This design comes from an exercise in tuning for small area, a short achievable clock period and few clock cycles per item on the open sky130 flow, not from production work.
At most, simulation tests tie the RTL to the original design; equivalence was not proved.
Power figures rest on the tool's default switching activity, not on a simulated workload.

==> flow/design.v <==
module matmult_result_serializer #(
  parameter int DATA_W = 64,
  parameter int N_ELEM = 25
) (
  input  logic                       clk,
  input  logic                       rst,
  input  logic                       in_valid,
  output logic                       in_accept,
  input  logic [N_ELEM*DATA_W-1:0]   in_c,
  output logic                       out_valid,
  input  logic                       out_ready,
  output logic [DATA_W-1:0]          out_data,
  output logic [4:0]                 out_index,
  output logic                       out_last,
  output logic [DATA_W-1:0]          out_sum,
  output logic                       out_sum_valid
);
  localparam logic [4:0] LAST_IDX = 5'(N_ELEM - 1);
  logic              bfree_q;              
  logic              accept_q;             
  logic [DATA_W-1:0] buf_q [N_ELEM];
  logic [N_ELEM-1:0] bsel_q;               
  logic [DATA_W-1:0] r_q;                  
  logic              rv_q;
  logic [4:0]        ridx_q;
  logic              rlast_q;
  logic [DATA_W-1:0] sum_q;
  logic              sum_valid_q;
  logic              take;                 
  logic              rfree;                
  logic              rload;
  logic              xfer;
  logic [DATA_W-1:0] next_elem;
  logic [4:0]        ridx_d;
  assign take  = bfree_q & in_valid;
  assign rfree = ~rv_q | out_ready;
  assign rload = rfree & (~bfree_q | in_valid);
  assign xfer  = rv_q & out_ready;
  always_comb begin
    next_elem = in_c[DATA_W-1:0] & {DATA_W{bfree_q}};
    for (int i = 0; i < N_ELEM; i++) next_elem |= buf_q[i] & {DATA_W{bsel_q[i]}};
  end
  assign ridx_d = (bfree_q || rlast_q) ? 5'd0 : ridx_q + 5'd1;
  always_ff @(posedge clk) begin
    if (bfree_q) begin
      for (int i = 0; i < N_ELEM; i++) buf_q[i] <= in_c[i*DATA_W +: DATA_W];
    end
  end
  always_ff @(posedge clk) begin
    if (rst) begin
      bfree_q  <= 1'b1;
      accept_q <= 1'b1;
      bsel_q   <= '0;
      rv_q    <= 1'b0;
    end else begin
      accept_q <= accept_q ? ~in_valid : (rfree & bsel_q[N_ELEM-1]);
      if (rload) rv_q <= 1'b1;
      else if (xfer) rv_q <= 1'b0;
      if (bfree_q) begin
        if (in_valid) begin
          bfree_q <= 1'b0;
          bsel_q  <= rfree ? N_ELEM'(2) : N_ELEM'(1);
        end
      end else if (rfree) begin
        bsel_q  <= bsel_q << 1;
        if (bsel_q[N_ELEM-1]) bfree_q <= 1'b1;
      end
    end
  end
  always_ff @(posedge clk) begin
    if (rload) begin
      r_q      <= next_elem;
      ridx_q   <= ridx_d;
      rlast_q  <= (ridx_d == LAST_IDX);
    end
  end
  logic [DATA_W-1:0] ro_q;
  logic [4:0]        io_q;
  logic              lo_q;
  logic rload_o;
  assign rload_o = rfree & (~accept_q | in_valid);
  always_ff @(posedge clk) begin
    ro_q <= rload_o ? next_elem : r_q;
    io_q <= rload_o ? ridx_d : ridx_q;
    lo_q <= rload_o ? (ridx_d == LAST_IDX) : rlast_q;
  end
  logic [DATA_W-1:0] acc_q;
  logic [DATA_W-1:0] acc_sum;
  assign acc_sum = acc_q + r_q;
  always_ff @(posedge clk) begin
    if (rst) begin
      sum_valid_q <= 1'b0;
    end else begin
      sum_valid_q <= xfer & rlast_q;
    end
    if (rst)       acc_q <= '0;
    else if (xfer) acc_q <= acc_sum & {DATA_W{~rlast_q}};
    sum_q <= acc_sum;
  end
  assign in_accept     = accept_q;
  assign out_valid     = rv_q;
  assign out_data      = ro_q;
  assign out_index     = io_q;
  assign out_last      = lo_q;
  assign out_sum       = sum_q;
  assign out_sum_valid = sum_valid_q;
endmodule
Settings: LEC_CHECK=0, CAP_MARGIN=20, CORE_AREA=5 5 435 435, DIE_AREA=0 0 440 440, SETUP_SLACK_MARGIN=4.0, SLEW_MARGIN=20; clock period 7.0 ns.
standard.sh (not shown) runs the stock make flow with config.mk's settings and CLKGATE_MAP_FILE= SYNTH_SCRIPT=/design/flow/synth_recipe.tcl, a recipe that flattens the netlist after the stock synthesis.
==> flow/flow/run.sh <==
#!/bin/bash
# Standard ORFS layout (the standard.sh), with the port buffers made from
# sky130_fd_sc_hd__buf_1 instead of the delay-buffer cell buffer_ports picks by default,
# and IO pins allowed one routing track apart so a smaller die holds all 1741 of them.
set -euo pipefail
export BUFFER_PORTS_ARGS="-buffer_cell sky130_fd_sc_hd__buf_1"
export PLACE_PINS_ARGS="-min_distance 1 -min_distance_in_tracks"
bash standard.sh > standard_make.log 2>&1
The first run finished clean.
==> next run, changes <==
--- a/flow/design.v
+++ b/flow/design.v
@@ -17,13 +17,13 @@
 );
   localparam logic [4:0] LAST_IDX = 5'(N_ELEM - 1);
   logic              bfree_q;              
-  logic              accept_q;             
   logic [DATA_W-1:0] buf_q [N_ELEM];
   logic [N_ELEM-1:0] bsel_q;               
   logic [DATA_W-1:0] r_q;                  
   logic              rv_q;
   logic [4:0]        ridx_q;
   logic              rlast_q;
+  logic              rfirst_q;
   logic [DATA_W-1:0] sum_q;
   logic              sum_valid_q;
   logic              take;                 
@@ -48,12 +48,10 @@
   end
   always_ff @(posedge clk) begin
     if (rst) begin
-      bfree_q  <= 1'b1;
-      accept_q <= 1'b1;
-      bsel_q   <= '0;
+      bfree_q <= 1'b1;
+      bsel_q  <= '0;
       rv_q    <= 1'b0;
     end else begin
-      accept_q <= accept_q ? ~in_valid : (rfree & bsel_q[N_ELEM-1]);
       if (rload) rv_q <= 1'b1;
       else if (xfer) rv_q <= 1'b0;
       if (bfree_q) begin
@@ -72,36 +70,22 @@
       r_q      <= next_elem;
       ridx_q   <= ridx_d;
       rlast_q  <= (ridx_d == LAST_IDX);
+      rfirst_q <= (ridx_d == 5'd0);
     end
   end
-  logic [DATA_W-1:0] ro_q;
-  logic [4:0]        io_q;
-  logic              lo_q;
-  logic rload_o;
-  assign rload_o = rfree & (~accept_q | in_valid);
-  always_ff @(posedge clk) begin
-    ro_q <= rload_o ? next_elem : r_q;
-    io_q <= rload_o ? ridx_d : ridx_q;
-    lo_q <= rload_o ? (ridx_d == LAST_IDX) : rlast_q;
-  end
-  logic [DATA_W-1:0] acc_q;
-  logic [DATA_W-1:0] acc_sum;
-  assign acc_sum = acc_q + r_q;
   always_ff @(posedge clk) begin
     if (rst) begin
       sum_valid_q <= 1'b0;
     end else begin
       sum_valid_q <= xfer & rlast_q;
     end
-    if (rst)       acc_q <= '0;
-    else if (xfer) acc_q <= acc_sum & {DATA_W{~rlast_q}};
-    sum_q <= acc_sum;
+    if (xfer) sum_q <= rfirst_q ? r_q : sum_q + r_q;
   end
-  assign in_accept     = accept_q;
+  assign in_accept     = bfree_q;
   assign out_valid     = rv_q;
-  assign out_data      = ro_q;
-  assign out_index     = io_q;
-  assign out_last      = lo_q;
+  assign out_data      = r_q;
+  assign out_index     = ridx_q;
+  assign out_last      = rlast_q;
   assign out_sum       = sum_q;
   assign out_sum_valid = sum_valid_q;
 endmodule
=> Clock power is about the same; synthesized area goes down by 4.0%; critical path depth is unchanged; routed wire length goes down by 5.6%; maximum frequency goes up by 9.3%; count of clock-buffer cells in the layout goes down by 19; setup slack gets better by 290 ps; power goes down by 3.7%; sequential cell count goes down by 134; register-to-register slack gets better by 290 ps; sequential power goes down by about 7%; synthesized cell count goes down by 4.1%; clock skew barely changes; utilization goes down by 1.8 points.
Testbench counts after the change, summed over its fixed seeds: cycles 8,016, items 320.
The RTL of the first run of this note was laid out without a check of its function.

## static timing again, ports no longer ideal
The flow's constraints put no driver on any port. The routed layouts listed below were extracted and timed again, unchanged, in two steps. Step 1 assumes that a clkbuf_16 drives the clock port and a buf_2 every other input. Step 2, shift: input delay + t, output delay - t, t = (earliest + latest rising clock arrival at the registers) / 2. This alone moves slack from input paths to output paths. Slacks: ideal / step 1 / step 2; pairs: ideal / step 1.
run | shift t [ns] | slack for setup (ns) | latest minus earliest clock arrival (ns) | slew at the worst register clock pin (ns) | cell pins on the clock port's net
the first run | 0.932 | 3.549 / 3.549 / 3.156 | 0.064 / 0.064 | 0.07 / 0.07 | 1
the second run | 0.911 | 3.842 / 3.842 / 3.428 | 0.065 / 0.065 | 0.07 / 0.07 | 1
After both steps every run listed still meets setup and hold. The setup slack of the second run, which loses most, moves by 0.000 ns with the drivers and by -0.414 ns with both steps.
